Background: an optimization exercise with open tools, aiming at small area. Do not read the settings as production practice.
Where RTL was checked, it was by simulation tests only, not by an equivalence proof against the original.
The RTL of runs 2 to 5 was laid out without a check of its function.
Power and IR drop assume default switching activity.

File: flow/flow/run.sh
#!/bin/bash
# Standard layout, with the smallest buffer on every port and a clock tree of few, large clusters.
set -euo pipefail
bash standard.sh 'BUFFER_PORTS_ARGS=-buffer_cell sky130_fd_sc_hd__buf_1' \
  'CTS_ARGS=-sink_clustering_enable -repair_clock_nets -dont_use_dummy_load -buf_list sky130_fd_sc_hd__clkbuf_16 -sink_clustering_size 24 -sink_clustering_max_diameter 120' \
  finish > make_finish.log 2>&1
File: flow/standard.sh
#!/bin/bash
# synth_recipe.tcl (not shown) runs the flow's synth.tcl, then flattens the netlist and writes it again
# the make line also repeats each setting of config.mk as NAME=value (left out here)
make -C /OpenROAD-flow-scripts/flow DESIGN_CONFIG=/design/flow/config.mk WORK_HOME=/design/flow/orfs CLKGATE_MAP_FILE= SYNTH_SCRIPT=/design/flow/synth_recipe.tcl "${@:-finish}"
File: flow/config.mk
export PLATFORM = sky130hd
export DESIGN_NAME = decode_stage
export DESIGN_NICKNAME = decode_stage
export VERILOG_FILES = /design/flow/design.v
export SDC_FILE = /design/flow/constraint.sdc
export NUM_CORES = 4
export LEC_CHECK = 0
export CAP_MARGIN = 20
export CORE_MARGIN = 2
export CORE_UTILIZATION = 30
export PLACE_DENSITY = 0.5
export SLEW_MARGIN = 20
export SYNTH_HIERARCHICAL = 1
File: flow/constraint.sdc
create_clock -name core_clock -period 7.0 [get_ports {clock}]
set_input_delay 1.4000 -clock core_clock [delete_from_list [all_inputs] [get_ports {clock}]]
set_output_delay 1.4000 -clock core_clock [all_outputs]
set_load 0.01 [all_outputs]
File: flow/design.v
package mips_isa_pkg;
    localparam int IMM_W       = 16;                 
    localparam int INDEX_W     = 26;                 
    localparam int PC_REGION_W = 32 - INDEX_W - 2;  
    typedef logic [32-1:0]       word_t;
    typedef logic [5-1:0] reg_addr_t;
    typedef logic [5:0]             opcode_t;
    typedef logic [5:0]             funct_t;
    typedef logic [4:0]             shamt_t;
    typedef logic [IMM_W-1:0]       imm16_t;
    typedef logic [INDEX_W-1:0]     index_t;
    typedef struct packed {
        opcode_t   opcode;
        reg_addr_t rs;
        reg_addr_t rt;
        reg_addr_t rd;
        shamt_t    shamt;
        funct_t    funct;
    } r_fmt_t;
    typedef struct packed {
        opcode_t   opcode;
        reg_addr_t rs;
        reg_addr_t rt;
        imm16_t    imm;
    } i_fmt_t;
    typedef struct packed {
        opcode_t opcode;
        index_t  index;
    } j_fmt_t;
    localparam opcode_t OPC_RTYPE = 6'b000000;
    localparam opcode_t OPC_J     = 6'b000010;
    localparam opcode_t OPC_JAL   = 6'b000011;
    localparam opcode_t OPC_BEQ   = 6'b000100;
    localparam opcode_t OPC_BNE   = 6'b000101;
    localparam opcode_t OPC_ADDI  = 6'b001000;
    localparam opcode_t OPC_ADDIU = 6'b001001;
    localparam opcode_t OPC_SLTI  = 6'b001010;
    localparam opcode_t OPC_SLTIU = 6'b001011;
    localparam opcode_t OPC_ANDI  = 6'b001100;
    localparam opcode_t OPC_ORI   = 6'b001101;
    localparam opcode_t OPC_XORI  = 6'b001110;
    localparam opcode_t OPC_LUI   = 6'b001111;
    localparam opcode_t OPC_LW    = 6'b100011;
    localparam opcode_t OPC_SW    = 6'b101011;
    localparam logic [3:0] FUNCT_SHIFT_GRP = 4'b0000;  
    localparam logic [2:0] FUNCT_JUMP_GRP  = 3'b001;   
endpackage
package decode_pkg;
    typedef logic [2:0] command_t;
    typedef logic [5:0] control_t;
    typedef logic [2:0] imm_kind_t;
    typedef logic [1:0] target_kind_t;
    typedef logic [1:0] dest_kind_t;
    localparam command_t CMD_NONE        = 3'd0;
    localparam command_t CMD_ALU         = 3'd1;
    localparam command_t CMD_JUMP_BRANCH = 3'd2;
    localparam command_t CMD_LOAD        = 3'd3;
    localparam command_t CMD_STORE       = 3'd7;
    localparam control_t CTRL_NONE = 6'b000000;
    localparam control_t CTRL_ADD  = 6'b100000;
    localparam control_t CTRL_AND  = 6'b100100;
    localparam control_t CTRL_OR   = 6'b100101;
    localparam control_t CTRL_XOR  = 6'b100110;
    localparam control_t CTRL_SLT  = 6'b101010;
    localparam control_t CTRL_LUI  = 6'b111111;
    localparam control_t CTRL_BEQ  = 6'd1;
    localparam control_t CTRL_BNE  = 6'd2;
    localparam control_t CTRL_J    = 6'd3;
    localparam control_t CTRL_JAL  = 6'd4;
    localparam imm_kind_t IMM_NONE    = 3'd0;
    localparam imm_kind_t IMM_SHAMT   = 3'd1;  
    localparam imm_kind_t IMM_SEXT16  = 3'd2;
    localparam imm_kind_t IMM_ZEXT16  = 3'd3;
    localparam imm_kind_t IMM_UPPER16 = 3'd4;  
    localparam imm_kind_t IMM_LINK    = 3'd5;  
    localparam target_kind_t TGT_NONE   = 2'd0;
    localparam target_kind_t TGT_NEXT   = 2'd1;
    localparam target_kind_t TGT_BRANCH = 2'd2;
    localparam target_kind_t TGT_JUMP   = 2'd3;
    localparam dest_kind_t DEST_NONE = 2'd0;
    localparam dest_kind_t DEST_RD   = 2'd1;
    localparam dest_kind_t DEST_RT   = 2'd2;
endpackage
import mips_isa_pkg::*;
module decode_stage_reg (
    input  logic                           clock,
    input  logic                           reset,
    input  logic                           clear,
    input  logic                           stall,
    input  logic [4*32-1:0] instructions,
    input  logic [4*32-1:0] pcs,
    output logic [4*32-1:0] slot_words,
    output logic [4*32-1:0] slot_pcs,
    output logic [4-1:0]       slot_branch
);
    localparam int W = 4 * 32;
    logic hold, load;
    assign hold = !reset && stall;
    assign load = !reset && !stall && !clear;
    logic [4-1:0] branch_in;
    for (genvar i = 0; i < 4; i++) begin : g_pre
        assign branch_in[i] = (instructions[i*32+27 +: 5] == 5'b00010);
    end
    logic [W-1:0]            words_next, pcs_next;
    logic [4-1:0] branch_next;
    for (genvar i = 0; i < W; i++) begin : g_next
        ao22 word_i (.a1(hold), .a2(slot_words[i]), .b1(load), .b2(instructions[i]), .x(words_next[i]));
        ao22 pc_i   (.a1(hold), .a2(slot_pcs[i]),   .b1(load), .b2(pcs[i]),          .x(pcs_next[i]));
    end
    for (genvar i = 0; i < 4; i++) begin : g_branch_next
        ao22 branch_i (.a1(hold), .a2(slot_branch[i]), .b1(load), .b2(branch_in[i]), .x(branch_next[i]));
    end
    always_ff @(posedge clock) begin
        slot_words  <= words_next;
        slot_pcs    <= pcs_next;
        slot_branch <= branch_next;
    end
endmodule
module ao22 (
    input  logic a1,
    input  logic a2,
    input  logic b1,
    input  logic b2,
    output logic x
);
    assign x = (a1 & a2) | (b1 & b2);
endmodule
module ao221 (
    input  logic a1,
    input  logic a2,
    input  logic b1,
    input  logic b2,
    input  logic c1,
    output logic x
);
    assign x = (a1 & a2) | (b1 & b2) | c1;
endmodule
module ao222 (
    input  logic a1,
    input  logic a2,
    input  logic b1,
    input  logic b2,
    input  logic c1,
    input  logic c2,
    output logic x
);
    assign x = (a1 & a2) | (b1 & b2) | (c1 & c2);
endmodule
module and2 (
    input  logic a,
    input  logic b,
    output logic x
);
    assign x = a & b;
endmodule
module or2 (
    input  logic a,
    input  logic b,
    output logic x
);
    assign x = a | b;
endmodule
module xor2 (
    input  logic a,
    input  logic b,
    output logic x
);
    assign x = a ^ b;
endmodule
module xnor2 (
    input  logic a,
    input  logic b,
    output logic x
);
    assign x = !(a ^ b);
endmodule
module nand2 (
    input  logic a,
    input  logic b,
    output logic y
);
    assign y = !(a & b);
endmodule
module nand2b (
    input  logic a_n,
    input  logic b,
    output logic y
);
    assign y = a_n | !b;
endmodule
module nor2 (
    input  logic a,
    input  logic b,
    output logic y
);
    assign y = !(a | b);
endmodule
module ao21 (
    input  logic a1,
    input  logic a2,
    input  logic b1,
    output logic x
);
    assign x = (a1 & a2) | b1;
endmodule
module ha (
    input  logic a,
    input  logic b,
    output logic s,
    output logic co
);
    assign s  = a ^ b;
    assign co = a & b;
endmodule
module fa (
    input  logic a,
    input  logic b,
    input  logic c,
    output logic s,
    output logic co
);
    assign s  = a ^ b ^ c;
    assign co = (a & b) | (a & c) | (b & c);
endmodule
import mips_isa_pkg::*;
import decode_pkg::*;
module slot_decoder (
    input  mips_isa_pkg::word_t  word,
    input  logic                 is_branch,    
    output decode_pkg::command_t command,
    output decode_pkg::control_t control_signal,
    output logic                 sel_imm,
    output logic                 rs_used,      
    output logic                 rt_used,      
    output logic                 rd_from_rd,   
    output logic                 rd_from_rt,   
    output logic                 imm_shamt,    
    output logic                 imm_low,      
    output logic                 imm_upper,    
    output logic                 imm_sign,     
    output logic                 imm_link,     
    output logic                 tgt_sum,      
    output logic                 tgt_jump      
);
    logic [5:0] op;
    logic [5:0] f;
    assign op = word[31:26];
    assign f  = word[5:0];
    logic n54, op_lo, n3lo, is_rtype, is_ialu, o32, is_jump, is_jal, n42, is_mem, is_sw;
    logic nlui, is_lui, rtype_or_branch, ialu_or_mem;
    nor2  n54_i   (.a(op[5]), .b(op[4]), .y(n54));                        
    or3   oplo_i  (.a(op[2]), .b(op[1]), .c(op[0]), .x(op_lo));           
    nor2  n3lo_i  (.a(op[3]), .b(op_lo), .y(n3lo));                       
    and2  rtype_i (.a(n54), .b(n3lo), .x(is_rtype));                      
    and2  ialu_i  (.a(n54), .b(op[3]), .x(is_ialu));                      
    or2   o32_i   (.a(op[3]), .b(op[2]), .x(o32));
    and3b jump_i  (.a_n(o32), .b(n54), .c(op[1]), .x(is_jump));           
    and2  jal_i   (.a(is_jump), .b(op[0]), .x(is_jal));                   
    nor2  n42_i   (.a(op[4]), .b(op[2]), .y(n42));
    and4  mem_i   (.a(op[5]), .b(n42), .c(op[1]), .d(op[0]), .x(is_mem));  
    and2  sw_i    (.a(is_mem), .b(op[3]), .x(is_sw));                     
    nand3 nlui_i  (.a(op[2]), .b(op[1]), .c(op[0]), .y(nlui));
    and4  lui_i   (.a(is_ialu), .b(op[2]), .c(op[1]), .d(op[0]), .x(is_lui));
    or2   rb_i    (.a(is_rtype), .b(is_branch), .x(rtype_or_branch));
    or2   im_i    (.a(is_ialu), .b(is_mem), .x(ialu_or_mem));
    logic nf54, nf32, jgrp, shgrp, rjump, nrd;
    nor2  nf54_i  (.a(f[5]), .b(f[4]), .y(nf54));
    nor2  nf32_i  (.a(f[3]), .b(f[2]), .y(nf32));
    and2  jgrp_i  (.a(nf54), .b(f[3]), .x(jgrp));                         
    and2  shgrp_i (.a(nf54), .b(nf32), .x(shgrp));                        
    and2  rjump_i (.a(is_rtype), .b(jgrp), .x(rjump));
    nor2  nrd_i   (.a(is_rtype), .b(ialu_or_mem), .y(nrd));
    nor2  cmd0_i  (.a(nrd), .b(rjump), .y(command[0]));
    or4   cmd1_i  (.a(rjump), .b(is_branch), .c(is_jump), .d(is_mem), .x(command[1]));
    assign command[2] = is_sw;
    logic ctl3_i_term, nbj, beq_or_j, ctl0_i_term, nop0_13, j_only, bne_or_j;
    ao21  ctl5_i  (.a1(is_rtype), .a2(f[5]), .b1(is_ialu), .x(control_signal[5]));
    ao21  ctl4_i  (.a1(is_rtype), .a2(f[4]), .b1(is_lui), .x(control_signal[4]));
    and3b ctl3t_i (.a_n(op[2]), .b(is_ialu), .c(op[1]), .x(ctl3_i_term));  
    ao211 ctl3_i  (.a1(is_rtype), .a2(f[3]), .b1(ctl3_i_term), .c1(is_lui), .x(control_signal[3]));
    ao221 ctl2_i  (.a1(is_rtype), .a2(f[2]), .b1(is_ialu), .b2(op[2]), .c1(is_jal), .x(control_signal[2]));
    nor2  nop0_i  (.a(op[0]), .b(o32), .y(nop0_13));                      
    and3  jonly_i (.a(n54), .b(op[1]), .c(nop0_13), .x(j_only));          
    ao21  bnej_i  (.a1(is_branch), .a2(op[0]), .b1(j_only), .x(bne_or_j));
    ao221 ctl1_i  (.a1(is_rtype), .a2(f[1]), .b1(is_ialu), .b2(op[1]), .c1(bne_or_j), .x(control_signal[1]));
    nor2  nbj_i   (.a(is_branch), .b(is_jump), .y(nbj));
    nor2  beqj_i  (.a(op[0]), .b(nbj), .y(beq_or_j));                     
    and3  ctl0t_i (.a(is_ialu), .b(op[2]), .c(op[0]), .x(ctl0_i_term));   
    ao211 ctl0_i  (.a1(is_rtype), .a2(f[0]), .b1(ctl0_i_term), .c1(beq_or_j), .x(control_signal[0]));
    ao211 sel_i   (.a1(is_rtype), .a2(shgrp), .b1(ialu_or_mem), .c1(is_jal), .x(sel_imm));
    logic n20;
    or2   rs_i    (.a(rtype_or_branch), .b(ialu_or_mem), .x(rs_used));
    assign rt_used    = rtype_or_branch;
    assign rd_from_rd = is_rtype;
    assign rd_from_rt = ialu_or_mem;
    assign imm_shamt  = is_rtype;
    ao21  low_i   (.a1(is_ialu), .a2(nlui), .b1(is_mem), .x(imm_low));
    assign imm_upper  = is_lui;
    nor2  n20_i   (.a(op[2]), .b(op[0]), .y(n20));                        
    ao32  sign_i  (.a1(is_ialu), .a2(n20), .a3(word[15]), .b1(is_mem), .b2(word[15]), .x(imm_sign));
    assign imm_link   = is_jal;
    assign tgt_sum    = rtype_or_branch;
    assign tgt_jump   = is_jump;
endmodule
module and3b (
    input  logic a_n,
    input  logic b,
    input  logic c,
    output logic x
);
    assign x = !a_n & b & c;
endmodule
module and3 (
    input  logic a,
    input  logic b,
    input  logic c,
    output logic x
);
    assign x = a & b & c;
endmodule
module and4 (
    input  logic a,
    input  logic b,
    input  logic c,
    input  logic d,
    output logic x
);
    assign x = a & b & c & d;
endmodule
module or3 (
    input  logic a,
    input  logic b,
    input  logic c,
    output logic x
);
    assign x = a | b | c;
endmodule
module or4 (
    input  logic a,
    input  logic b,
    input  logic c,
    input  logic d,
    output logic x
);
    assign x = a | b | c | d;
endmodule
module nand3 (
    input  logic a,
    input  logic b,
    input  logic c,
    output logic y
);
    assign y = !(a & b & c);
endmodule
module ao211 (
    input  logic a1,
    input  logic a2,
    input  logic b1,
    input  logic c1,
    output logic x
);
    assign x = (a1 & a2) | b1 | c1;
endmodule
module ao32 (
    input  logic a1,
    input  logic a2,
    input  logic a3,
    input  logic b1,
    input  logic b2,
    output logic x
);
    assign x = (a1 & a2 & a3) | (b1 & b2);
endmodule
import mips_isa_pkg::*;
import decode_pkg::*;
module operand_former (
    input  mips_isa_pkg::word_t      word,
    input  mips_isa_pkg::word_t      pc,
    input  logic                     is_branch,
    input  logic                     rs_used,
    input  logic                     rt_used,
    input  logic                     rd_from_rd,
    input  logic                     rd_from_rt,
    input  logic                     imm_shamt,
    input  logic                     imm_low,
    input  logic                     imm_upper,
    input  logic                     imm_sign,
    input  logic                     imm_link,
    input  logic                     tgt_sum,
    input  logic                     tgt_jump,
    output mips_isa_pkg::reg_addr_t  rd,
    output mips_isa_pkg::reg_addr_t  rs,
    output mips_isa_pkg::reg_addr_t  rt,
    output mips_isa_pkg::word_t      imm,
    output mips_isa_pkg::word_t      target_pc
);
    mips_isa_pkg::word_t next_pc;
    pc_adder adder_i (
        .a         (pc[31:2]),
        .w         (word[15:0]),
        .is_branch (is_branch),
        .sum       (next_pc[31:2])
    );
    assign next_pc[1:0] = pc[1:0];
    for (genvar k = 0; k < 5; k++) begin : g_reg
        and2 rs_i (.a(rs_used), .b(word[21+k]), .x(rs[k]));
        and2 rt_i (.a(rt_used), .b(word[16+k]), .x(rt[k]));
        ao22 rd_i (.a1(rd_from_rd), .a2(word[11+k]), .b1(rd_from_rt), .b2(word[16+k]), .x(rd[k]));
    end
    for (genvar k = 0; k < 5; k++) begin : g_imm_shamt
        ao222 imm_i (.a1(imm_shamt), .a2(word[6+k]), .b1(imm_low), .b2(word[k]),
                     .c1(imm_link), .c2(next_pc[k]), .x(imm[k]));
    end
    for (genvar k = 5; k < 16; k++) begin : g_imm_low
        ao22 imm_i (.a1(imm_low), .a2(word[k]), .b1(imm_link), .b2(next_pc[k]), .x(imm[k]));
    end
    for (genvar k = 16; k < 32; k++) begin : g_imm_high
        ao221 imm_i (.a1(imm_upper), .a2(word[k-16]), .b1(imm_link), .b2(next_pc[k]),
                     .c1(imm_sign), .x(imm[k]));
    end
    for (genvar k = 0; k < 2; k++) begin : g_tgt_align
        and2 tgt_i (.a(tgt_sum), .b(pc[k]), .x(target_pc[k]));
    end
    for (genvar k = 2; k < 28; k++) begin : g_tgt_index
        ao22 tgt_i (.a1(tgt_sum), .a2(next_pc[k]), .b1(tgt_jump), .b2(word[k-2]), .x(target_pc[k]));
    end
    for (genvar k = 28; k < 32; k++) begin : g_tgt_region
        ao22 tgt_i (.a1(tgt_sum), .a2(next_pc[k]), .b1(tgt_jump), .b2(pc[k]), .x(target_pc[k]));
    end
endmodule
module pc_adder (
    input  logic [29:0] a,
    input  logic [15:0] w,
    input  logic        is_branch,
    output logic [29:0] sum
);
    logic [15:0] b;   
    logic [16:0] c;   
    logic [15:0] t;   
    logic [16:0] k;   
    logic [16:0] ones;  
    logic [15:0] n;   
    for (genvar i = 0; i < 16; i++) begin : g_gate
        and2 b_i (.a(is_branch), .b(w[i]), .x(b[i]));
    end
    xnor2 s0_i (.a(a[0]), .b(b[0]), .x(sum[0]));
    or2   c1_i (.a(a[0]), .b(b[0]), .x(c[1]));
    for (genvar i = 1; i < 6; i++) begin : g_ripple
        fa fa_i (.a(a[i]), .b(b[i]), .c(c[i]), .s(sum[i]), .co(c[i+1]));
    end
    for (genvar blk = 0; blk < 2; blk++) begin : g_blk
        localparam int S = 6 + 5 * blk;
        ha ha_i (.a(a[S]), .b(b[S]), .s(t[S]), .co(k[S+1]));
        xor2 s_i (.a(t[S]), .b(c[S]), .x(sum[S]));
        assign ones[S+1] = t[S];
        for (genvar i = S + 1; i < S + 5; i++) begin : g_bit
            fa    fa_i   (.a(a[i]), .b(b[i]), .c(k[i]), .s(t[i]), .co(k[i+1]));
            and2  ones_i (.a(ones[i]), .b(t[i]), .x(ones[i+1]));
            nand2 n_i    (.a(c[S]), .b(ones[i]), .y(n[i]));
            xnor2 s_i    (.a(t[i]), .b(n[i]), .x(sum[i]));
        end
        ao21 c_i (.a1(ones[S+5]), .a2(c[S]), .b1(k[S+5]), .x(c[S+5]));
    end
    logic         nsg, up, ndown, x16;
    logic [29:17] all1;   
    logic [29:17] any1;   
    logic [29:17] dn;     
    logic [29:17] flip;
    nand2  nsg_i   (.a(is_branch), .b(w[15]), .y(nsg));
    and2   up_i    (.a(c[16]), .b(nsg), .x(up));
    nand2b ndown_i (.a_n(c[16]), .b(b[15]), .y(ndown));
    xor2   x16_i   (.a(c[16]), .b(b[15]), .x(x16));
    xor2   s16_i   (.a(a[16]), .b(x16), .x(sum[16]));
    assign all1[17] = a[16];
    assign any1[17] = a[16];
    for (genvar i = 18; i < 30; i++) begin : g_chain
        and2 all1_i (.a(all1[i-1]), .b(a[i-1]), .x(all1[i]));
        or2  any1_i (.a(any1[i-1]), .b(a[i-1]), .x(any1[i]));
    end
    for (genvar i = 17; i < 30; i++) begin : g_high
        nor2 dn_i   (.a(ndown), .b(any1[i]), .y(dn[i]));
        ao21 flip_i (.a1(up), .a2(all1[i]), .b1(dn[i]), .x(flip[i]));
        xor2 sum_i  (.a(a[i]), .b(flip[i]), .x(sum[i]));
    end
endmodule
import mips_isa_pkg::*;
import decode_pkg::*;
module decode_stage (
    input  logic                                 clock,
    input  logic                                 reset,
    input  logic                                 clear,
    input  logic                                 stall,
    input  logic [4*32-1:0]       instructions,
    input  logic [4*32-1:0]       pcs,
    output logic [4*5-1:0] rd,
    output logic [4*5-1:0] rs,
    output logic [4*5-1:0] rt,
    output logic [4*3-1:0]           command,
    output logic [4*6-1:0]           control_signal,
    output logic [4-1:0]             sel_imm,
    output logic [4*32-1:0]       imm,
    output logic [4*32-1:0]       target_pc,
    output logic [4*32-1:0]       out_pcs
);
    logic [4*32-1:0] slot_words;
    logic [4*32-1:0] slot_pcs;
    logic [4-1:0]       slot_branch;
    decode_stage_reg stage_reg_i (
        .clock        (clock),
        .reset        (reset),
        .clear        (clear),
        .stall        (stall),
        .instructions (instructions),
        .pcs          (pcs),
        .slot_words   (slot_words),
        .slot_pcs     (slot_pcs),
        .slot_branch  (slot_branch)
    );
    for (genvar i = 0; i < 4; i++) begin : g_slot
        logic rs_used, rt_used, rd_from_rd, rd_from_rt;
        logic imm_shamt, imm_low, imm_upper, imm_sign, imm_link, tgt_sum, tgt_jump;
        slot_decoder decoder_i (
            .word           (slot_words[i*32 +: 32]),
            .is_branch      (slot_branch[i]),
            .command        (command[i*3 +: 3]),
            .control_signal (control_signal[i*6 +: 6]),
            .sel_imm        (sel_imm[i]),
            .rs_used        (rs_used),
            .rt_used        (rt_used),
            .rd_from_rd     (rd_from_rd),
            .rd_from_rt     (rd_from_rt),
            .imm_shamt      (imm_shamt),
            .imm_low        (imm_low),
            .imm_upper      (imm_upper),
            .imm_sign       (imm_sign),
            .imm_link       (imm_link),
            .tgt_sum        (tgt_sum),
            .tgt_jump       (tgt_jump)
        );
        operand_former former_i (
            .word       (slot_words[i*32 +: 32]),
            .pc         (slot_pcs[i*32 +: 32]),
            .is_branch  (slot_branch[i]),
            .rs_used    (rs_used),
            .rt_used    (rt_used),
            .rd_from_rd (rd_from_rd),
            .rd_from_rt (rd_from_rt),
            .imm_shamt  (imm_shamt),
            .imm_low    (imm_low),
            .imm_upper  (imm_upper),
            .imm_sign   (imm_sign),
            .imm_link   (imm_link),
            .tgt_sum    (tgt_sum),
            .tgt_jump   (tgt_jump),
            .rd         (rd[i*5 +: 5]),
            .rs         (rs[i*5 +: 5]),
            .rt         (rt[i*5 +: 5]),
            .imm        (imm[i*32 +: 32]),
            .target_pc  (target_pc[i*32 +: 32])
        );
        assign out_pcs[i*32 +: 32] = slot_pcs[i*32 +: 32];
    end
endmodule
==> flow_metrics.env, run 1 <==
export IMPL_status="no timing/DRC/antenna violations"
export IMPL_design_core_area_sq_um=51400
export IMPL_seq_area_frac_synth=0.333
export IMPL_areaGrowthSynthToFinish_pct=26.4
export IMPL_final_hold_viol_count=0
export IMPL_powerDensity_nw_per_um2=160
export IMPL_drc=0
export IMPL_setup_violations=0
export IMPL_io_pin_count=744
export IMPL_cts_resized=0
export IMPL_syn_area_sq_um=15600
export IMPL_grt_start_max_net_pins=131
export IMPL_cts_buffer_depth=3
export IMPL_hpwl_mm=55.0
export IMPL_cts_tree="yes"
export IMPL_post_cts_buffers=0
export IMPL_met1_length_mm=30.4
export IMPL_placementRows=83
export IMPL_fin_setup_tns_ns=0
export IMPL_p_total_mw=3.17
export IMPL_via_per_inst=5.69
export IMPL_via_count=17100
export IMPL_die_area_sq_um=54000
export IMPL_synth_flop_cell="dfxtp_1"
export IMPL_dr_wl_met3_mm=5.43
export IMPL_drive_gt1_frac=0.0189
export IMPL_maxSlewHeadroom=0.394
export IMPL_wl_per_cell_microns=24.4
export IMPL_worst_ep_arrival_time_ns=5.26
export IMPL_initial_core_util=0.304
export IMPL_routabilityCongestion=0.918
export IMPL_port_buffers=743
export IMPL_grt_ovfl_total=0
export IMPL_hold_buffers=0
export IMPL_die_y_microns=232
export IMPL_wirelength_mm=73.4
export IMPL_cts_made_buffers=15
export IMPL_avgSynthCellArea_sq_um=10.0
export IMPL_yosys_top_cells_count="a22o_1 (444), dfxtp_1 (260), and2_1 (224), nor2_1 (96), a21o_1 (76)"
export IMPL_hp_class="reg2reg"
export IMPL_synth_top_area_frac=0.333
export IMPL_ant_nets=0
export IMPL_cp_required_ns=5.60
export IMPL_synth_cell_types=27
export IMPL_top_layer="met5"
export IMPL_fin_crit_sh=0.951
export IMPL_drv_slew=0
export IMPL_synth_seq_cells=260
export IMPL_crit_path_end_kind="primary output"
export IMPL_cts_sinks=260
export IMPL_die_w_microns=232
export IMPL_first_iter_violations=1419
export IMPL_critPathMaxFanout=13
export IMPL_syn_num_nets=1878
export IMPL_vdd_drop_max_mv=0.161
export IMPL_dr_pass1_iters=5
export IMPL_p_leak_nw=8.87
export IMPL_finClkSkew_ns=0
export IMPL_worstSetupPathType="reg2out"
export IMPL_async_flop_share=0
export IMPL_worst_pin_slew_ns=0.909
export IMPL_rsz0062_at_grt="false"
export IMPL_postSynthCellCount=1558
export IMPL_clockRootBuffer="clkbuf_16"
export IMPL_cts_clk_slew_worst_paths_ns=0.10
export IMPL_period_minus_slack_ns=6.66
export IMPL_yosysWarnings=7
export IMPL_reg2reg_depth=1
export IMPL_insertion_delay_ns=0.50
export IMPL_max_freq_mhz=150
export IMPL_antenna_found_initial=9
export IMPL_final_nets=2649
export IMPL_met2_length_mm=35.4
export IMPL_synth_area_leaders="dfxtp_1 (33%), a22o_1 (25%), and2_1 (9.0%)"
export IMPL_grt_total_usage=0.254
export IMPL_grt_pass1_wl_mm=106
export IMPL_yosys_area_top_type="dfxtp_1"
export IMPL_cts_htree_levels=1
export IMPL_hold_ws_ns=0.511
export IMPL_yosysMostFrequentCell="a22o_1"
export IMPL_grt_pass1_vias=16300
export IMPL_synth_edf_count=0
export IMPL_hold_depth=1
export IMPL_drv_cap=0
export IMPL_cp_start_kind="flop"
final timing paths:
| check | from | end | slack (ns) |
|---|---|---|---|
| setup / recovery | stage_reg_i.slot_words[0] | imm[22] | 0.34 |
| hold / removal | stage_reg_i.slot_words[54] | stage_reg_i.slot_words[54] | 0.51 |
| setup reg to reg | stage_reg_i.slot_words[106] | stage_reg_i.slot_words[106] | 6.10 |
| hold reg to reg | stage_reg_i.slot_words[54] | stage_reg_i.slot_words[54] | 0.51 |
layout by cell type (no fill, tap or decap):
| cell | n |
|---|---|
| nor2_1 | 96 |
| buf_12 | 1 |
| a21o_1 | 76 |
| inv_1 | 20 |
| a32o_1 | 4 |
| clkbuf_16 | 15 |
| nor4_2 | 4 |
| nand2_1 | 36 |
| and3_1 | 8 |
| buf_1 | 743 |
| a211o_1 | 12 |
| nand2b_1 | 8 |
| and4_1 | 8 |
| xor2_1 | 68 |
| nor2b_4 | 1 |
| a222oi_1 | 20 |
| ha_1 | 8 |
| xnor2_1 | 36 |
| dfxtp_1 | 260 |
| and3b_1 | 8 |
| or4_1 | 4 |
| diode_2 | 3 |
| or3_1 | 4 |
| and2_1 | 224 |
| a22o_1 | 444 |
| buf_4 | 22 |
| nor3_4 | 1 |
| a221o_1 | 72 |
| nand3_1 | 4 |
| fa_1 | 52 |
| or2_1 | 68 |
stage by stage:
| step | setup WS (ns) | std cells | util | instance area (sq um) |
|---|---|---|---|---|
| floorplan | 0.0719 | 1558 | - | 15700 |
| global placement | 0.995 | 2992 | 0.377 | 19400 |
| detailed placement | 0.930 | 2992 | 0.377 | 19400 |
| CTS | 0.352 | 3007 | 0.385 | 19800 |
| global route | 0.0605 | 3009 | 0.385 | 19800 |
| finish | 0.344 | 3010 | 0.385 | 19800 |
where the power goes:
| group | internal, mW | leakage (nW) | switching [mW] |
|---|---|---|---|
| Clock | 0.387 | 0.185 | 0.544 |
| Combinational | 0.226 | 6.57 | 0.376 |
| Sequential | 1.54 | 2.12 | 0.102 |
| Total | 2.15 | 8.87 | 1.02 |
Yosys stat by module, one instance, submodules excluded, excerpt:
module | times used | flops+latches
ao211 | 12 | 0
nand2b | 4 | 0
nand3 | 4 | 0
xor2 | 68 | 0
or4 | 4 | 0
ao22 | 444 | 0
state kept, by name, indices dropped and copies added (netlist names):
signal	flops
stage_reg_i.slot_branch	4
stage_reg_i.slot_words	128
stage_reg_i.slot_pcs	128
cell type report:
type / instances / area (sq um)
fill: 5448 / 31600
multi-input combinational: 1266 / 10300
sequential: 260 / 5200
timing repair buffer: 766 / 2970
tap: 680 / 851
clock buffer: 15 / 375
inverter: 20 / 75.1
antenna: 3 / 7.51
cell families after synthesis:
group | Yosys count | share of synthesized area
xor gates and xnor gates | 104 | 0.0582
DFF | 260 | 0.333
and+or+nand+nor | 474 | 0.172
AOI/OAI and AO/OA | 628 | 0.353
adders and majority gates | 60 | 0.0729
buffers and inverters | 32 | 0.0106
routing by layer:
metal / global-route usage / up-vias
li1: - / 7619
met1: 0.329 / 8573
met2: 0.429 / 805
met3: 0.0500 / 118
met4: 0.0661 / 12
met5: 0 / -
worst max-delay path, stage by stage, from the launching register on:
cell	delay, ns
dfxtp_1	0.37
and2_1	0.18
or2_1	0.24
fa_1	0.38
fa_1	0.39
fa_1	0.39
fa_1	0.39
fa_1	0.52
a21o_1	0.28
a21o_1	0.21
nand2b_1	0.38
nor2_1	0.19
a21o_1	0.12
xor2_1	0.28
a221o_1	0.26
buf_1	0.18
==> run 2, diff against run 1 <==
--- a/flow/design.v
+++ b/flow/design.v
@@ -463,22 +463,18 @@
     end
-    logic         nsg, up, ndown, x16;
-    logic [29:17] all1;   
-    logic [29:17] any1;   
-    logic [29:17] dn;     
-    logic [29:17] flip;
-    nand2  nsg_i   (.a(is_branch), .b(w[15]), .y(nsg));
-    and2   up_i    (.a(c[16]), .b(nsg), .x(up));
-    nand2b ndown_i (.a_n(c[16]), .b(b[15]), .y(ndown));
-    xor2   x16_i   (.a(c[16]), .b(b[15]), .x(x16));
-    xor2   s16_i   (.a(a[16]), .b(x16), .x(sum[16]));
-    assign all1[17] = a[16];
-    assign any1[17] = a[16];
-    for (genvar i = 18; i < 30; i++) begin : g_chain
-        and2 all1_i (.a(all1[i-1]), .b(a[i-1]), .x(all1[i]));
-        or2  any1_i (.a(any1[i-1]), .b(a[i-1]), .x(any1[i]));
+    logic         x16;
+    logic [28:16] e;
+    logic [29:17] run;   
+    logic [29:17] nflip;
+    xor2 x16_i (.a(c[16]), .b(b[15]), .x(x16));
+    xor2 s16_i (.a(a[16]), .b(x16), .x(sum[16]));
+    for (genvar i = 16; i < 29; i++) begin : g_e
+        xor2 e_i (.a(a[i]), .b(b[15]), .x(e[i]));
+    end
+    assign run[17] = e[16];
+    for (genvar i = 18; i < 30; i++) begin : g_run
+        and2 run_i (.a(run[i-1]), .b(e[i-1]), .x(run[i]));
     end
     for (genvar i = 17; i < 30; i++) begin : g_high
-        nor2 dn_i   (.a(ndown), .b(any1[i]), .y(dn[i]));
-        ao21 flip_i (.a1(up), .a2(all1[i]), .b1(dn[i]), .x(flip[i]));
-        xor2 sum_i  (.a(a[i]), .b(flip[i]), .x(sum[i]));
+        nand2 nflip_i (.a(x16), .b(run[i]), .y(nflip[i]));
+        xnor2 sum_i   (.a(a[i]), .b(nflip[i]), .x(sum[i]));
     end
==> run 2 against run 1 <==
- still clean
- sequential share of layout area increased by 0.34 points
- combinational power shrank 5.1%
- largest cell class unchanged
- synthesized cell count decreased by 3.9%
- sequential power is essentially flat
- power decreased by 0.94%
- die area down 1.9%
- first-iteration DRC count decreased by 0.85%
- clock power hardly changed
- largest power group unchanged
- clock skew unchanged
- global-route usage is 0.69 points higher
==> flow_metrics.env, run 2 <==
export IMPL_status="no timing/DRC/antenna violations"
export IMPL_setup_violations=0
export IMPL_vdd_drop_max_mv=0.114
export IMPL_p_int_mw=2.14
export IMPL_syn_area_sq_um=15300
export IMPL_fill_cells=5363
export IMPL_r2r_start="stage_reg_i.slot_branch[0]"
export IMPL_pwr_share_seq=0.522
export IMPL_yosys_area_top_type="dfxtp_1"
export IMPL_cts_tree="yes"
export IMPL_fin_setup_tns_ns=0
export IMPL_synthSimpleGateAreaFrac=0.152
export IMPL_critPathMaxFanout=21
export IMPL_hold_depth=1
export IMPL_die_area_sq_um=53000
export IMPL_cp_required_ns=5.60
export IMPL_fin_util=0.388
export IMPL_antenna_found_initial=12
export IMPL_place_ws_ns=0.949
export IMPL_sw_frac_of_total=0.319
export IMPL_worst_ep_arrival_time_ns=5.22
export IMPL_drv_slew=0
export IMPL_stdcell_count=2954
export IMPL_crit_top_cell="fa_1"
export IMPL_maxSlewHeadroom=0.327
export IMPL_wirelength_mm=74.0
export IMPL_port_buffers=743
export IMPL_post_place_cells=2930
export IMPL_finClkSkew_ns=0
export IMPL_synth_flop_cell="dfxtp_1"
export IMPL_grt_pass1_wl_mm=106
export IMPL_p_sw_mw=1.00
export IMPL_max_stage_delay_ns=0.54
export IMPL_crit_chain="and2_1 > or2_1 > fa_1 > fa_1 > fa_1 > fa_1 > fa_1 > a21o_1 > a21o_1 > xor2_1 > buf_4 > nand2_1 > xnor2_1 > a221o_1 > buf_1"
export IMPL_hold_ws_ns=0.513
export IMPL_reg_largest_list="stage_reg_i.slot_pcs: 128 flops, stage_reg_i.slot_words: 128 flops, stage_reg_i.slot_branch: 4 flops"
export IMPL_worstHoldStart="stage_reg_i.slot_words[95]"
export IMPL_multi_input_area_sq_um=9990
export IMPL_worstSetupPathType="reg2out"
export IMPL_grt_start_max_net_pins=147
export IMPL_cts_sinks=260
export IMPL_design_core_area_sq_um=50400
export IMPL_placementRows=82
export IMPL_ant_nets=0
export IMPL_synth_cell_types=27
export IMPL_avgSynthCellArea_sq_um=10.2
export IMPL_fin_ws_ns=0.376
export IMPL_wl_per_cell_microns=25.0
export IMPL_cts_htree_levels=1
export IMPL_reg2reg_slack_ns=5.94
export IMPL_cp_start_kind="flop"
export IMPL_p_comb_frac=0.182
export IMPL_async_flop_share=0
export IMPL_syn_num_nets=1818
export IMPL_period_minus_slack_ns=6.62
export IMPL_initial_core_util=0.305
export IMPL_synth_xor_area_frac=0.0890
export IMPL_clockRootBuffer="clkbuf_16"
export IMPL_clock_power_share=0.296
export IMPL_insertion_delay_ns=0.52
export IMPL_critPathLaunch="stage_reg_i.slot_branch[0]"
export IMPL_synth_edf_count=0
export IMPL_hp_class="reg2reg"
export IMPL_synth_compound_area_frac=0.335
export IMPL_hold_buffers=0
export IMPL_synth_top_area_frac=0.339
export IMPL_synthAdderAreaFrac=0.0744
export IMPL_post_cts_buffers=0
export IMPL_yosysWarnings=7
export IMPL_cts_made_buffers=15
export IMPL_drc=0
export IMPL_r2r_end="stage_reg_i.slot_branch[0]"
export IMPL_drv_cap=0
export IMPL_regArea_sq_um=5200
export IMPL_fin_crit_sh=0.946
export IMPL_routabilityCongestion=0.935
export IMPL_final_hold_viol_count=0
export IMPL_drive_gt1_frac=0.0220
export IMPL_final_nets=2595
export IMPL_crit_path_end_kind="primary output"
export IMPL_via_per_inst=5.61
export IMPL_p_leak_nw=8.14
export IMPL_die_y_microns=230
export IMPL_yosys_top_cells_count="a22o_1 (444), dfxtp_1 (260), and2_1 (220), xnor2_1 (88), nand2_1 (84)"
export IMPL_areaGrowthSynthToFinish_pct=27.3
export IMPL_powerDensity_nw_per_um2=161
export IMPL_max_freq_mhz=151
export IMPL_via_count=16600
export IMPL_dr_pass1_iters=7
export IMPL_rsz0062_at_grt="false"
export IMPL_grt_total_usage=0.261
export IMPL_grt_pass1_vias=15900
export IMPL_synthMuxAreaShare=0
export IMPL_hpwl_mm=56.1
export IMPL_cts_resized=0
export IMPL_reg2reg_depth=1
export IMPL_postSynthCellCount=1498
export IMPL_first_iter_violations=1407
export IMPL_synth_seq_cells=260
export IMPL_synth_top_family_by_area="compound AO/OA/AOI/OAI gates"
export IMPL_yosysMostFrequentCell="a22o_1"
export IMPL_seq_area_frac_synth=0.339
export IMPL_cts_buffer_depth=3
export IMPL_cts_clk_slew_worst_paths_ns=0.11
export IMPL_synth_area_leaders="dfxtp_1 (34%), a22o_1 (25%), and2_1 (9.0%)"
export IMPL_io_pin_count=744
export IMPL_layout_common_cells="buf_1 (743), a22o_1 (444), dfxtp_1 (260)"
export IMPL_grt_ovfl_total=0
export IMPL_die_w_microns=230
export IMPL_min_to="stage_reg_i.slot_words[95]"
export IMPL_critical_path_slowest_cell="dfxtp_1"
export IMPL_worst_pin_slew_ns=1.01
export IMPL_final_common_cell="buf_1"
## run 2: layout make-up
class	instances	share of cell area
Antenna cell	9	0.00115
Clock buffer	15	0.0192
Inverter	20	0.00384
Multi-Input combinational cell	1206	0.512
Sequential cell	260	0.266
Tap cell	672	0.0430
Timing Repair Buffer	772	0.155
## run 2: layer usage
layer | vias up | wire length (microns) | global-route usage
li1 | 7389 | - | -
met1 | 8243 | 30000 | 0.326
met2 | 803 | 36300 | 0.452
met3 | 126 | 4900 | 0.0446
met4 | 8 | 2670 | 0.0889
met5 | - | 52 | 0
## run 2: stage by stage
stage | total power [mW] | area (sq um)
global route | 3.26 | 19500
floorplan | 1.96 | 15400
finish | 3.14 | 19500
detailed placement | 2.24 | 19100
global placement | 2.24 | 19100
CTS | 3.17 | 19500
## run 2: how the worst max path moves through the flow
stage | to | slack (ns) | cells after the start
after floorplan | stage_reg_i.slot_branch[0] | 0.07 | 2
after global placement | target_pc[120] | 0.97 | 15
after detailed placement | target_pc[23] | 0.95 | 15
after CTS | imm[23] | 0.35 | 15
after global routing | imm[29] | 0.09 | 15
final | imm[30] | 0.38 | 15
## run 2: logic make-up (layout without fill, tap and decap cells)
family	after synthesis	in the layout
AO/OA/AOI/OAI	576	576
AND/OR/NAND/NOR	414	414
flip-flops	260	260
XOR/XNOR	156	156
adder cells (fa/ha/maj)	60	60
buffers and inverters	32	807
other	0	9
## run 2: power by group through the flow
| stage | combinational (mW) | clock, mW | sequential (mW) |
|---|---|---|---|
| finish | 0.571 | 0.930 | 1.64 |
| detailed placement | 0.563 | 0 | 1.67 |
| floorplan | 0.314 | 0 | 1.64 |
| CTS | 0.567 | 0.960 | 1.64 |
| global route | 0.612 | 0.998 | 1.65 |
| global placement | 0.562 | 0 | 1.68 |
## run 2: modules after synthesis (local to each module, per instance), excerpt
module,flip-flops and latches,cells,cell area (sq um)
xor2,0,1,8.76
decode_stage_reg,260,270,5290
nand2,0,1,3.75
ha,0,1,12.5
ao22,0,1,8.76
ao222,0,2,13.8
nor2,0,1,3.75
or4,0,1,7.51
ao21,0,1,7.51
xnor2,0,1,8.76
## run 2: worst max-delay path, delay by kind of cell, from the launching register on
kind,cells,cell delay [ns]
compound gates,3,0.63
xor+xnor,2,0.36
fa+ha+maj,5,2.02
buf+inv,2,0.50
flops,1,0.54
simple gates,3,0.63
==> run 3, diff against run 2 <==
==> flow/flow/run.sh (replaced) <==
#!/bin/bash
# Standard layout, with the smallest buffer on every port and a clock tree of few, large clusters.
set -euo pipefail
bash standard.sh 'BUFFER_PORTS_ARGS=-buffer_cell sky130_fd_sc_hd__buf_1' \
  'CTS_ARGS=-sink_clustering_enable -repair_clock_nets -dont_use_dummy_load -buf_list sky130_fd_sc_hd__clkbuf_8 -sink_clustering_size 16 -sink_clustering_max_diameter 80' \
  finish > make_finish.log 2>&1
==> run 3 against run 2 <==
- still clean on timing, DRC and antenna
- die area unchanged
- count of clock-buffer cells in the layout up 9
- via count up 0.38%
- final cell count up 0.34%
- global-route usage up 0.066 points
- critical path depth unchanged
- cell area down 0.21%
- worst hold slack worse by 0.0021 ns
- synthesized cell count unchanged
- register-to-register slack better by 0.11 ns
- power down 2.0%
==> flow_metrics.env, run 3 <==
export IMPL_cp_required_ns=5.60
export IMPL_yosys_area_top_type="dfxtp_1"
export IMPL_cp_start_kind="flop"
export IMPL_reg_largest_list="stage_reg_i.slot_pcs: 128 flops, stage_reg_i.slot_words: 128 flops, stage_reg_i.slot_branch: 4 flops"
export IMPL_p_leak_nw=8.13
export IMPL_syn_num_nets=1818
export IMPL_maxSlewHeadroom=0.324
export IMPL_final_nets=2604
export IMPL_placementRows=82
export IMPL_critical_path_slowest_cell="fa_1"
export IMPL_fill_cells=5376
export IMPL_cts_htree_levels=1
export IMPL_worstHoldStart="stage_reg_i.slot_words[62]"
export IMPL_die_w_microns=230
export IMPL_die_area_sq_um=53000
export IMPL_critPathMaxFanout=14
export IMPL_path_delay_family="adder cells"
export IMPL_final_common_cell="buf_1"
export IMPL_via_per_inst=5.61
export IMPL_wirelength_mm=74.2
export IMPL_grt_ovfl_total=0
export IMPL_yosysMostFrequentCell="a22o_1"
export IMPL_layout_common_cells="buf_1 (743), a22o_1 (444), dfxtp_1 (259)"
export IMPL_design_core_area_sq_um=50400
export IMPL_hp_class="reg2reg"
export IMPL_crit_top_cell="fa_1"
export IMPL_io_pin_count=744
export IMPL_drc=0
export IMPL_initial_core_util=0.305
export IMPL_cts_made_buffers=24
export IMPL_routabilityCongestion=0.935
export IMPL_grt_pass1_vias=15900
export IMPL_avgSynthCellArea_sq_um=10.2
export IMPL_grt_pass1_wl_mm=107
export IMPL_rsz0062_at_grt="false"
export IMPL_port_buffers=743
export IMPL_hold_buffers=0
export IMPL_die_y_microns=230
export IMPL_seq_area_frac_synth=0.339
export IMPL_yosysWarnings=7
export IMPL_crit_chain="and2_1 > or2_1 > fa_1 > fa_1 > fa_1 > fa_1 > fa_1 > a21o_1 > a21o_1 > xor2_1 > buf_4 > nand2_1 > xnor2_1 > a221o_1 > buf_1"
export IMPL_synth_edf_count=0
export IMPL_setup_violations=0
export IMPL_final_hold_viol_count=0
export IMPL_worst_ep_arrival_time_ns=5.27
export IMPL_hold_depth=1
export IMPL_postSynthCellCount=1498
export IMPL_drv_cap=0
export IMPL_cts_sinks=260
export IMPL_synth_seq_cells=260
export IMPL_regArea_sq_um=5210
export IMPL_path_buf_inv=2
export IMPL_syn_area_sq_um=15300
export IMPL_synth_area_leaders="dfxtp_1 (34%), a22o_1 (25%), and2_1 (9.0%)"
export IMPL_insertion_delay_ns=0.61
export IMPL_min_to="stage_reg_i.slot_words[62]"
export IMPL_dr_pass1_iters=7
export IMPL_fin_crit_sh=0.953
export IMPL_wl_per_cell_microns=25.0
export IMPL_async_flop_share=0
export IMPL_drive_gt1_frac=0.0263
export IMPL_r2r_start="stage_reg_i.slot_words[79]"
export IMPL_worst_pin_slew_ns=1.01
export IMPL_cts_clk_slew_worst_paths_ns=0.11
export IMPL_synth_top_area_frac=0.339
export IMPL_worstSetupPathType="reg2out"
export IMPL_drv_slew=0
export IMPL_max_stage_delay_ns=0.50
export IMPL_reg2reg_slack_ns=6.05
export IMPL_grt_start_max_net_pins=147
export IMPL_via_count=16600
export IMPL_ant_nets=0
export IMPL_cts_tree="yes"
export IMPL_fin_setup_tns_ns=0
export IMPL_hold_ws_ns=0.511
export IMPL_antenna_found_initial=13
export IMPL_finClkSkew_ns=0
export IMPL_areaGrowthSynthToFinish_pct=27.0
export IMPL_synth_cell_types=27
export IMPL_multi_input_area_sq_um=9990
export IMPL_status="no timing/DRC/antenna violations"
export IMPL_period_minus_slack_ns=6.67
export IMPL_vdd_drop_max_mv=0.145
export IMPL_synth_flop_cell="dfxtp_1"
export IMPL_grt_total_usage=0.261
export IMPL_crit_path_end_kind="primary output"
export IMPL_yosys_top_cells_count="a22o_1 (444), dfxtp_1 (260), and2_1 (220), xnor2_1 (88), nand2_1 (84)"
export IMPL_powerDensity_nw_per_um2=158
export IMPL_r2r_end="stage_reg_i.slot_words[79]"
export IMPL_hpwl_mm=56.1
export IMPL_max_freq_mhz=150
export IMPL_first_iter_violations=1479
export IMPL_clockRootBuffer="clkbuf_8"
export IMPL_reg2reg_depth=1
export IMPL_p_total_mw=3.08
export IMPL_cts_buffer_depth=3
[run 3: power breakdown]
part           leakage [nW]  internal [mW]  switching, mW  total (mW)
sequential             2.12           1.54          0.105        1.64
combinational          5.84          0.215          0.356       0.571
clock                 0.173          0.305          0.559       0.865
total                  8.13           2.06           1.02        3.08
[run 3: layer usage]
| layer | vias to the layer above | wire, microns | GRT usage |
|---|---|---|---|
| met5 | - | 52 | 0 |
| met4 | 8 | 2660 | 0.0952 |
| met3 | 143 | 5400 | 0.0507 |
| met2 | 837 | 36300 | 0.448 |
| met1 | 8234 | 29800 | 0.324 |
| li1 | 7410 | - | - |
[run 3: what timing repair did]
item / 4_1_cts / 5_1_grt
gates resized for setup: 0 / 1
setup endpoints to repair: 0 / 4
buffers inserted: 0 / 0
[run 3: cell families (layout without fill, tap and decap cells)]
logic type | after synthesis | in the layout | synth area share
compound gates | 576 | 576 | 0.335
simple gates | 414 | 414 | 0.152
flops | 260 | 260 | 0.339
xor+xnor | 156 | 156 | 0.0890
fa+ha+maj | 60 | 60 | 0.0744
buf+inv | 32 | 816 | 0.0108
other cells | 0 | 10 | 0
[run 3: area by class of cell]
type / instances / share of cell area
well taps: 672 / 0.0431
repair buffers: 772 / 0.155
inverters: 20 / 0.00385
diodes: 10 / 0.00128
multi-input cells: 1206 / 0.513
flip-flops and latches: 260 / 0.267
clock buffers: 24 / 0.0169
[run 3: through the flow]
stage	instance area (sq um)	setup WS, ns	instances	utilization
global placement	19100	0.974	2930	0.380
global route	19500	0.0997	2963	0.387
floorplan	15400	0.0719	1498	-
CTS	19500	0.252	2954	0.386
finish	19500	0.326	2964	0.387
detailed placement	19100	0.949	2930	0.380
[run 3: modules after synthesis, one instance, submodules excluded, a selection]
module            area (sq um)  cells inside  flip-flops and latches  times used
ha                        12.5             1                       0           8
ao32                      10.0             1                       0           4
fa                        20.0             1                       0          52
ao21                      7.51             1                       0          24
xor2                      8.76             1                       0          68
decode_stage_reg          5290           270                     260           1
ao22                      8.76             1                       0         444
nand3                     5.00             1                       0           4
and3                      6.26             1                       0           8
and3b                     8.76             1                       0           8
ao211                     8.76             1                       0          12
slot_decoder              22.5             3                       0           4
and4                      8.76             1                       0           8
or4                       7.51             1                       0           4
nand2                     3.75             1                       0          84
nor2                      3.75             1                       0          44
[run 3: how the worst max path moves through the flow]
stage | start | endpoint | cells past startpoint
after floorplan | stall | stage_reg_i.slot_branch[0] | 2
after global placement | stage_reg_i.slot_branch[3] | target_pc[120] | 15
after detailed placement | stage_reg_i.slot_branch[0] | target_pc[23] | 15
after CTS | stage_reg_i.slot_branch[0] | imm[23] | 15
after global routing | stage_reg_i.slot_words[64] | imm[90] | 15
final | stage_reg_i.slot_words[64] | imm[90] | 15
==> run 4, diff against run 3 <==
--- a/flow/design.v
+++ b/flow/design.v
@@ -92,4 +92,3 @@
     output logic [4*32-1:0] slot_words,
-    output logic [4*32-1:0] slot_pcs,
-    output logic [4-1:0]       slot_branch
+    output logic [4*32-1:0] slot_pcs
 );
@@ -99,8 +98,3 @@
     assign load = !reset && !stall && !clear;
-    logic [4-1:0] branch_in;
-    for (genvar i = 0; i < 4; i++) begin : g_pre
-        assign branch_in[i] = (instructions[i*32+27 +: 5] == 5'b00010);
-    end
-    logic [W-1:0]            words_next, pcs_next;
-    logic [4-1:0] branch_next;
+    logic [W-1:0] words_next, pcs_next;
     for (genvar i = 0; i < W; i++) begin : g_next
@@ -109,9 +103,5 @@
     end
-    for (genvar i = 0; i < 4; i++) begin : g_branch_next
-        ao22 branch_i (.a1(hold), .a2(slot_branch[i]), .b1(load), .b2(branch_in[i]), .x(branch_next[i]));
-    end
     always_ff @(posedge clock) begin
-        slot_words  <= words_next;
-        slot_pcs    <= pcs_next;
-        slot_branch <= branch_next;
+        slot_words <= words_next;
+        slot_pcs   <= pcs_next;
     end
@@ -228,3 +218,2 @@
     input  mips_isa_pkg::word_t  word,
-    input  logic                 is_branch,    
     output decode_pkg::command_t command,
@@ -232,2 +221,3 @@
     output logic                 sel_imm,
+    output logic                 is_branch,    
     output logic                 rs_used,      
@@ -249,3 +239,3 @@
     logic n54, op_lo, n3lo, is_rtype, is_ialu, o32, is_jump, is_jal, n42, is_mem, is_sw;
-    logic nlui, is_lui, rtype_or_branch, ialu_or_mem;
+    logic nlui, is_lui, n31, rtype_or_branch, ialu_or_mem;
     nor2  n54_i   (.a(op[5]), .b(op[4]), .y(n54));                        
@@ -263,2 +253,4 @@
     and4  lui_i   (.a(is_ialu), .b(op[2]), .c(op[1]), .d(op[0]), .x(is_lui));
+    nor2  n31_i   (.a(op[3]), .b(op[1]), .y(n31));
+    and3  br_i    (.a(n54), .b(op[2]), .c(n31), .x(is_branch));           
     or2   rb_i    (.a(is_rtype), .b(is_branch), .x(rtype_or_branch));
@@ -502,3 +494,2 @@
     logic [4*32-1:0] slot_pcs;
-    logic [4-1:0]       slot_branch;
     decode_stage_reg stage_reg_i (
@@ -511,7 +502,6 @@
         .slot_words   (slot_words),
-        .slot_pcs     (slot_pcs),
-        .slot_branch  (slot_branch)
+        .slot_pcs     (slot_pcs)
     );
     for (genvar i = 0; i < 4; i++) begin : g_slot
-        logic rs_used, rt_used, rd_from_rd, rd_from_rt;
+        logic is_branch, rs_used, rt_used, rd_from_rd, rd_from_rt;
         logic imm_shamt, imm_low, imm_upper, imm_sign, imm_link, tgt_sum, tgt_jump;
@@ -519,3 +509,3 @@
             .word           (slot_words[i*32 +: 32]),
-            .is_branch      (slot_branch[i]),
+            .is_branch      (is_branch),
             .command        (command[i*3 +: 3]),
@@ -538,3 +528,3 @@
             .pc         (slot_pcs[i*32 +: 32]),
-            .is_branch  (slot_branch[i]),
+            .is_branch  (is_branch),
             .rs_used    (rs_used),
==> flow/flow/run.sh (replaced) <==
#!/bin/bash
# Standard layout, with the smallest buffer on every port and a clock tree of few, large clusters.
set -euo pipefail
bash standard.sh 'BUFFER_PORTS_ARGS=-buffer_cell sky130_fd_sc_hd__buf_1' \
  'CTS_ARGS=-sink_clustering_enable -repair_clock_nets -dont_use_dummy_load -buf_list sky130_fd_sc_hd__clkbuf_16 -sink_clustering_size 24 -sink_clustering_max_diameter 120' \
  finish > make_finish.log 2>&1
==> run 4 against run 3 <==
- maximum frequency fell by 1.0%
- clock skew stayed put
- power up 1.8%
- via count decreased by 1.3%
- cell area is 0.31% lower
- synthesized cell count is 0.53% lower
- non-clock buffer count rose by 1
- worst hold slack improved by 0.0087 ns
- core utilization rose by 0.12 points
- first-iteration DRC count up 5.8%
- highest routed layer unchanged
==> flow_metrics.env, run 4 <==
export IMPL_critical_path_endpoint="target_pc[116]"
export IMPL_place_ws_ns=0.598
export IMPL_port_buffers=743
export IMPL_syn_area_sq_um=15200
export IMPL_areaGrowthSynthToFinish_pct=27.8
export IMPL_final_common_cell="buf_1"
export IMPL_hold_depth=1
export IMPL_synth_cell_types=25
export IMPL_grt_total_usage=0.259
export IMPL_synth_area_leaders="dfxtp_1 (34%), a22o_1 (25%), and2_1 (9.1%)"
export IMPL_max_freq_mhz=148
export IMPL_crit_top_cell="fa_1"
export IMPL_first_iter_violations=1565
export IMPL_placementRows=82
export IMPL_yosys_area_top_type="dfxtp_1"
export IMPL_die_area_sq_um=52500
export IMPL_finClkSkew_ns=0
export IMPL_powerDensity_nw_per_um2=161
export IMPL_cts_made_buffers=15
export IMPL_yosys_top_cells_count="a22o_1 (440), dfxtp_1 (256), and2_1 (220), xnor2_1 (88), nand2_1 (84)"
export IMPL_critPathLaunch="stage_reg_i.slot_words[123]"
export IMPL_hpwl_mm=54.9
export IMPL_r2r_end="stage_reg_i.slot_words[74]"
export IMPL_maxSlewHeadroom=0.262
export IMPL_cp_depth=17
export IMPL_ant_nets=0
export IMPL_hp_class="reg2reg"
export IMPL_antenna_found_initial=7
export IMPL_reg_largest_list="stage_reg_i.slot_pcs: 128 flops, stage_reg_i.slot_words: 128 flops"
export IMPL_die_w_microns=229
export IMPL_yosysMostFrequentCell="a22o_1"
export IMPL_synth_flop_cell="dfxtp_1"
export IMPL_worstSetupPathType="reg2out"
export IMPL_cts_htree_levels=1
export IMPL_io_pin_count=744
export IMPL_initial_core_util=0.304
export IMPL_drive_gt1_frac=0.0243
export IMPL_dr_pass1_iters=8
export IMPL_cts_sinks=256
export IMPL_via_count=16400
export IMPL_clockRootBuffer="clkbuf_16"
export IMPL_reg2reg_slack_ns=6.11
export IMPL_synth_edf_count=0
export IMPL_die_y_microns=229
export IMPL_synth_seq_cells=256
export IMPL_path_buf_inv=2
export IMPL_fin_crit_sh=0.963
export IMPL_worst_ep_arrival_time_ns=5.34
export IMPL_wirelength_mm=72.7
export IMPL_critPathMaxFanout=10
export IMPL_routabilityCongestion=0.979
export IMPL_cts_tree="yes"
export IMPL_worst_pin_slew_ns=1.11
export IMPL_async_flop_share=0
export IMPL_layout_common_cells="buf_1 (743), a22o_1 (440), dfxtp_1 (252)"
export IMPL_crit_chain="nor2_1 > and3_1 > and2_1 > or2_1 > fa_1 > fa_1 > fa_1 > fa_1 > fa_1 > a21o_1 > a21o_1 > xor2_4 > buf_4 > nand2_1 > xnor2_1 > a22o_1 > buf_1"
export IMPL_design_core_area_sq_um=50100
export IMPL_grt_pass1_wl_mm=106
export IMPL_wl_per_cell_microns=24.7
export IMPL_insertion_delay_ns=0.53
export IMPL_hold_buffers=0
export IMPL_avgSynthCellArea_sq_um=10.2
export IMPL_r2r_start="stage_reg_i.slot_words[74]"
export IMPL_cp_start_kind="flop"
export IMPL_setup_violations=0
export IMPL_postSynthCellCount=1490
export IMPL_cts_clk_slew_worst_paths_ns=0.10
export IMPL_p_leak_nw=8.13
export IMPL_fin_ws_ns=0.258
export IMPL_cp_required_ns=5.60
export IMPL_via_per_inst=5.58
export IMPL_syn_num_nets=1810
export IMPL_drc=0
export IMPL_final_hold_viol_count=0
export IMPL_rsz0062_at_grt="false"
export IMPL_seq_area_frac_synth=0.337
export IMPL_drv_cap=0
export IMPL_drv_slew=0
export IMPL_final_nets=2588
export IMPL_synth_top_area_frac=0.337
export IMPL_fin_util=0.388
export IMPL_hold_ws_ns=0.519
export IMPL_max_stage_delay_ns=0.49
export IMPL_cts_buffer_depth=3
export IMPL_period_minus_slack_ns=6.74
export IMPL_path_delay_family="adder cells"
export IMPL_status="no timing/DRC/antenna violations"
export IMPL_yosysWarnings=7
export IMPL_grt_start_max_net_pins=155
export IMPL_reg2reg_depth=1
export IMPL_vdd_drop_max_mv=0.164
export IMPL_grt_pass1_vias=15900
export IMPL_fin_setup_tns_ns=0
export IMPL_critical_path_slowest_cell="fa_1"
export IMPL_crit_path_end_kind="primary output"
export IMPL_grt_ovfl_total=0
==> run 4: cell count changes after synthesis <==
cell,previous run,this run
and3_1,8,12
nor2_1,44,48
nor3_1,1,0
dfxtp_1,260,256
nor2b_2,0,1
nor3_2,0,1
a22o_1,444,440
nand2b_1,4,0
nor2b_1,1,0
nor4_2,4,0
==> run 4: metrics by stage <==
stage          cells  instance area (sq um)  total power, mW
4_1_cts         2938                  19400             3.18
5_1_grt         2941                  19400             3.26
3_3_place_gp    2923                  19000             2.24
6_report        2942                  19400             3.13
2_1_floorplan   1490                  15200             1.95
3_5_place_dp    2923                  19000             2.24
==> run 4: what timing repair did <==
item,CTS,global route
setup endpoints to repair,4,62
resized for setup,1,8
setup buffers,0,0
==> run 4: modules after synthesis (local to each module, per instance), a selection <==
module	times used	flip-flops and latches	area (sq um)	cells
slot_decoder	4	0	22.5	3
fa	52	0	20.0	1
ao222	20	0	13.8	2
ha	8	0	12.5	1
ao32	4	0	10.0	1
ao221	72	0	10.0	1
ao211	12	0	8.76	1
and4	8	0	8.76	1
xnor2	88	0	8.76	1
ao21	24	0	7.51	1
and2	220	0	6.26	1
nor2	48	0	3.75	1
nand2	84	0	3.75	1
==> run 4: how the worst min path moves through the flow <==
stage,startpoint,to,slack [ns]
2_1_floorplan,stage_reg_i.slot_words[117],stage_reg_i.slot_words[117],0.46
3_3_place_gp,stage_reg_i.slot_words[55],stage_reg_i.slot_words[55],0.49
3_5_place_dp,stage_reg_i.slot_words[120],stage_reg_i.slot_words[120],0.49
4_1_cts,stage_reg_i.slot_words[120],stage_reg_i.slot_words[120],0.51
5_1_grt,stage_reg_i.slot_words[117],stage_reg_i.slot_words[117],0.53
6_report,stage_reg_i.slot_words[120],stage_reg_i.slot_words[120],0.52
==> run 4: per-layer routing <==
| metal | part of all wire | up-vias | global-route usage | routed length [microns] |
|---|---|---|---|---|
| met5 | 0.00049 | - | 0 | 36 |
| met4 | 0.029 | 6 | 0.0716 | 2120 |
| met2 | 0.49 | 727 | 0.452 | 35600 |
| met3 | 0.069 | 97 | 0.0505 | 5020 |
| met1 | 0.41 | 8217 | 0.325 | 30000 |
| li1 | - | 7365 | - | - |
==> run 4: cell families (layout without fill, tap and decap cells) <==
logic type      after synthesis  after routing  synth area share
simple gates                414            414             0.152
buf+inv                      32            808            0.0109
other cells                   0              4                 0
flops                       256            256             0.337
compound gates              572            572             0.335
xor+xnor                    156            156            0.0899
fa+ha+maj                    60             60            0.0751
==> run 4: area by class of cell <==
type,instances,area (sq um)
fill,5363,30600
tap,672,841
sequential,256,5130
multi-input combinational,1202,9960
clock buffer,15,375
inverter,20,75.1
timing repair buffer,773,3040
antenna,4,10.0
==> run 4: where the power goes <==
part	internal [mW]	total, mW	switching, mW	leakage, nW
clock network	0.387	0.922	0.536	0.185
logic	0.224	0.594	0.370	5.86
registers	1.51	1.62	0.103	2.09
==> run 5, diff against run 4 <==
--- a/flow/config.mk
+++ b/flow/config.mk
@@ -9,4 +9,4 @@
 export CORE_MARGIN = 2
-export CORE_UTILIZATION = 30
-export PLACE_DENSITY = 0.5
+export CORE_UTILIZATION = 45
+export PLACE_DENSITY = 0.65
 export SLEW_MARGIN = 20
==> run 5 against run 4 <==
- the run now fails in I/O pin placement (3_2_place_iop)
- synthesized cell count stayed put
- synthesized area stayed put
==> flow_metrics.env, run 5 <==
export IMPL_synth_flop_cell="dfxtp_1"
export IMPL_synth_seq_cells=256
export IMPL_synthAdderAreaFrac=0.0751
export IMPL_postSynthCellCount=1490
export IMPL_haltStage="I/O pin placement (3_2_place_iop)"
export IMPL_async_flop_share=0
export IMPL_synthSimpleGateAreaFrac=0.152
export IMPL_status="stopped before the end"
export IMPL_seq_area_frac_synth=0.337
export IMPL_yosys_top_cells_count="a22o_1 (440), dfxtp_1 (256), and2_1 (220), xnor2_1 (88), nand2_1 (84)"
export IMPL_avgSynthCellArea_sq_um=10.2
export IMPL_synth_edf_count=0
export IMPL_synth_top_family_by_area="compound AO/OA/AOI/OAI gates"
export IMPL_yosys_area_top_type="dfxtp_1"
export IMPL_die_y_microns=188
export IMPL_placementRows=67
export IMPL_synth_top_area_frac=0.337
export IMPL_synth_area_leaders="dfxtp_1 (34%), a22o_1 (25%), and2_1 (9.1%)"
export IMPL_firstError="[ERROR PPL-0024] Number of IO pins (744) exceeds maximum number of available positions (672). Increase the die perimeter from 751.22um to 1011.84um."
export IMPL_die_w_microns=188
export IMPL_synthMuxAreaShare=0
export IMPL_yosysWarnings=7
export IMPL_synth_xor_area_frac=0.0899
export IMPL_initial_core_util=0.456
export IMPL_synth_cell_types=25
export IMPL_syn_num_nets=1810
export IMPL_yosysMostFrequentCell="a22o_1"
export IMPL_synth_compound_area_frac=0.335
export IMPL_syn_area_sq_um=15200
run 5: logic make-up after synthesis:
logic type / count (synthesis)
simple gates: 414
xor+xnor: 156
flops: 256
compound gates: 572
buf+inv: 32
fa+ha+maj: 60
run 5: modules after synthesis, one instance, submodules excluded, a selection:
module        flops+latches  times used
xnor2                     0          88
and4                      0           8
ao22                      0         440
nand3                     0           4
or4                       0           4
ha                        0           8
nor2                      0          48
and3                      0          12
or3                       0           4
ao221                     0          72
nand2                     0          84
slot_decoder              0           4
and2                      0         220
ao211                     0          12
xor2                      0          68

[static timing again, ports no longer ideal]
In the flow no input, the clock included, has a driving cell. The finished layouts below were timed again as built, in two steps. Step 1, drivers: a clkbuf_16 drives clock and a buf_2 each remaining input, both assumed. Step 2, shift: input delay + t, output delay - t, t = (earliest + latest rising clock arrival at the registers) / 2. This alone moves slack from input paths to output paths. Three values: ideal ports, drivers, drivers and shift; two values: the first two.
| run | shift t [ns] | setup WS [ns] | worst slew at a driven data input, ns |
|---|---|---|---|
| run 1 | 0.575 | 0.344 / 0.284 / 0.860 | 0.14 |
| run 2 | 0.565 | 0.376 / 0.320 / 0.885 | 0.12 |
| run 3 | 0.662 | 0.326 / 0.273 / 0.935 | 0.12 |
| run 4 | 0.561 | 0.258 / 0.203 / 0.764 | 0.15 |
After both steps setup and hold are still met in every run listed.
